This design comes from an exercise in tuning for small area on the open sky130 flow, not from production work.
The RTL was checked by simulation tests, not by an equivalence proof against the original design.
Power is estimated from default activity; no workload was simulated.

Setup of v19:
Design poly_voice_engine, start of the top module:
module poly_voice_engine #(
  parameter int NUM_VOICES   = 8,
  parameter int PHASE_W      = 32,
  parameter int ENV_W        = 16,
  parameter int VEL_W        = 7,
  parameter int OUT_W        = 24,
  parameter int SAMPLE_DIV   = 1024,
  parameter int ATTACK_STEP  = 64,
  parameter int RELEASE_STEP = 16
) (
  input  logic                          i_clk,
  input  logic                          i_reset_n,
  input  logic                          i_cmd_valid,
  output logic                          o_cmd_ready,
  input  logic                          i_cmd_note_on,
  input  logic [$clog2(NUM_VOICES)-1:0] i_cmd_voice,
  input  logic [PHASE_W-1:0]            i_cmd_tuning,
  input  logic [VEL_W-1:0]              i_cmd_velocity,
  input  logic [1:0]                    i_wave_sel,
  output logic signed [OUT_W-1:0]       o_sample,
  output logic                          o_sample_valid,
  output logic [NUM_VOICES-1:0]         o_active_voices
);
Size: about 2,600 cells after synthesis, ~780 flip-flops, roughly 82 I/O pins.
export LEC_CHECK = 0
export ABC_AREA = 1
export CAP_MARGIN = 0
export CORE_MARGIN = 2
export CORE_UTILIZATION = 45
export SLEW_MARGIN = 0
create_clock -name core_clock -period 10.0 [get_ports {i_clk}]
standard.sh (not shown) runs the stock make flow with config.mk's settings and CLKGATE_MAP_FILE= SYNTH_SCRIPT=/design/flow/synth_recipe.tcl, a recipe that flattens the netlist after the stock synthesis.
==> flow/flow/run.sh <==
#!/bin/bash
set -euo pipefail
here=$(cd "$(dirname "$0")" && pwd)
export CTS_ARGS="-sink_clustering_enable -repair_clock_nets -dont_use_dummy_load -buf_list sky130_fd_sc_hd__clkbuf_4 -sink_clustering_size 10 -sink_clustering_max_diameter 40"
export BUFFER_PORTS_ARGS="-buffer_cell sky130_fd_sc_hd__buf_1"
if [[ -s "$here/abc_area.script" ]]; then
  rm -rf scripts_area
  cp -r "$FLOW_HOME/scripts" scripts_area
  cp "$here/abc_area.script" scripts_area/abc_area.script
  export SCRIPTS_DIR="$PWD/scripts_area"
fi
if [[ -s "$here/synth_args.txt" ]]; then export SYNTH_ARGS="$(cat "$here/synth_args.txt")"; fi
bash standard.sh > flow_standard.log 2>&1
==> flow/flow/abc_area.script <==
strash
dch
amap
topo
==> flow/flow/synth_args.txt <==
-noabc
v19 closes out successfully: all stages finished, all timing, DRC and antenna checks passed.
[inputs] v21 vs v19
- swapping 0 for 20 in CAP_MARGIN
- swapping 0 for 20 in SLEW_MARGIN
- putting GPL_TIMING_DRIVEN at 0 where nothing was set
- swapping 45 for 55 in CORE_UTILIZATION
## What came out
Worst-path cell with the longest stage delay = sky130_fd_sc_hd__nor4_1: v19; worst-path cell with the longest stage delay = sky130_fd_sc_hd__or2_0: v21. Relative to v19, final cell count without fillers decreased by 189 in v21. Between v19 and v21, the sequential cell area share does not differ in any meaningful way. ~same area of all placed cells without fillers in v19 and v21. Summary — critical-path maximum fanout, v21 relative to v19: lower, by 4. Aggregate global-route resource usage ended up 3.4 points higher on v21 than on v19. Lower fmax among v19 and v21: v21. For the worst slack at placement, v21 came in 1.11 ns lower than v19 did. Total power of v21 falls short of that of v19 slightly.
Relative to v21, the following input files were edited for v53:
- swapping 55 for 50 in CORE_UTILIZATION
- clearing GPL_TIMING_DRIVEN, which used to be 0
-- flow/flow/run.sh --
<<< v21, line 4
export CTS_ARGS="-sink_clustering_enable -repair_clock_nets -dont_use_dummy_load -buf_list sky130_fd_sc_hd__clkbuf_4 -sink_clustering_size 10 -sink_clustering_max_diameter 40"
>>> v53, line 4
export CTS_ARGS="-sink_clustering_enable -repair_clock_nets -dont_use_dummy_load -buf_list sky130_fd_sc_hd__clkbuf_4 -sink_clustering_size 12 -sink_clustering_max_diameter 35"
Notes after the runs:
Measured against v53, the count of buffers not belonging to the clock network in the layout of v21 comes out at 0.889 times the reference value. v53: CTS buffer count is about 4% higher than what v21 reported. Looking at largest fanout on the critical path, v53 sits 2 below v21. v53 has sum of met3 wire segment lengths after detailed routing above what v21 had. The run showing the smaller post-route cell area is v53. Going from v21 to v53, power density normalized to cell area rose by 1.1%; register area held steady; combinational group share of total power picked up an extra 0.2 points; count of cell instances traversed by the critical path increased 4; number of antenna violations at the first check in global routing higher.
Inputs modified between v53 and v47:
-- flow/flow/run.sh --
<<< v53, line 4
export CTS_ARGS="-sink_clustering_enable -repair_clock_nets -dont_use_dummy_load -buf_list sky130_fd_sc_hd__clkbuf_4 -sink_clustering_size 12 -sink_clustering_max_diameter 35"
>>> v47, line 4
export CTS_ARGS="-sink_clustering_enable -repair_clock_nets -dont_use_dummy_load -buf_list sky130_fd_sc_hd__clkbuf_4 -sink_clustering_size 10 -sink_clustering_max_diameter 40"
<<< v53, line 6
>>> v47, line 6
export GPL_KEEP_OVERFLOW=0
[summary]
- Between v47 and v53, growth of design area from synthesis to finish is higher for v47, v53 comes in under that.
- v47 against v53: first-pass iteration count of the detailed router went up 1; final standard cell utilization of the core went up 0.83 points; worst setup slack before clock tree synthesis went down 0.72 ns.
- Compared with v53, v47 shows routed length on met1 lower by 2.6%.
- v47 finished every stage and its layout cleared the timing, design-rule and antenna checks.
- v47 reports its end of the critical path as r_a[15] while v53 reports c_phase[2][31].
[inputs] v22 vs v47
- CORE_UTILIZATION: 50 -> 45
-- flow/flow/run.sh --
<<< v47, line 6
export GPL_KEEP_OVERFLOW=0
>>> v22, line 6
## What came out
- v47 and v22 ended up with nearly the same sequential power.
- For number of fillers in the final layout, dividing the value from v47 by the value from v22 gives 0.852.
- Of the two values seen for critical path's slowest cell, sky130_fd_sc_hd__nor4_1 was produced by v22 and sky130_fd_sc_hd__dfxtp_2 by v47.
- Re clock share of power: v22 is 0.6 points up on v47.
#### Input delta (v41 over v22)
- putting GPL_TIMING_DRIVEN at 0 where nothing was set
### Flow results
- Logic depth of the worst register-to-register path is lower on v41
- Per the comparison of v41 with v22, total number of cells along the worst setup path went down 12%, number of ordinary and repair buffers in the finished layout shows a reduction of about 13%, sequential-to-total area share from yosys stat comparable, area of the multi-input gates rose by 0.92%, number of resized instances in the post-cts repair step increased by 1 relative to the old numbers.
- Against v22, v41 comes in 0.71 points lower on global-route usage.

[afterwards: timing with drivers on the ports]
How much do the figures lean on ideal ports? The routed layouts below were timed once more, with nothing changed but the port constraints.
Step 1 (the two cells are an assumption about what drives the block):
set clk [get_ports {i_clk}]
set_driving_cell -lib_cell sky130_fd_sc_hd__clkbuf_16 $clk
set_driving_cell -lib_cell sky130_fd_sc_hd__buf_2 [delete_from_list [all_inputs] $clk]
Step 2 also shifts input and output timing later by t, the mid clock arrival at the registers, as if the neighbouring blocks saw the same clock.
a / b / c = ideal / step 1 / step 2; a / b = the first two.
run | t (ns) | setup WS [ns] | hold slack, ns | clock arrival spread, ns | slew at the worst register clock pin (ns)
v19 | 0.897 | 1.017 / 1.017 / 0.980 | 0.214 / 0.214 / 0.214 | 0.220 / 0.219 | 0.11 / 0.11
v21 | 0.871 | 0.729 / 0.729 / 0.462 | 0.234 / 0.234 / 0.234 | 0.128 / 0.128 | 0.11 / 0.11
v53 | 0.861 | 1.212 / 1.212 / 0.694 | 0.264 / 0.264 / 0.264 | 0.192 / 0.192 | 0.12 / 0.12
v47 | 0.851 | 0.731 / 0.731 / 0.559 | 0.263 / 0.263 / 0.263 | 0.119 / 0.120 | 0.11 / 0.11
v22 | 0.899 | 1.006 / 1.006 / 0.976 | 0.216 / 0.216 / 0.216 | 0.210 / 0.211 | 0.11 / 0.11
v41 | 0.853 | 0.505 / 0.505 / 0.418 | 0.218 / 0.218 / 0.218 | 0.199 / 0.199 | 0.11 / 0.11
After both steps every run listed still meets setup and hold. For v53, which loses most, drivers alone change the setup slack by 0.000 ns; drivers and shift together by -0.518 ns.
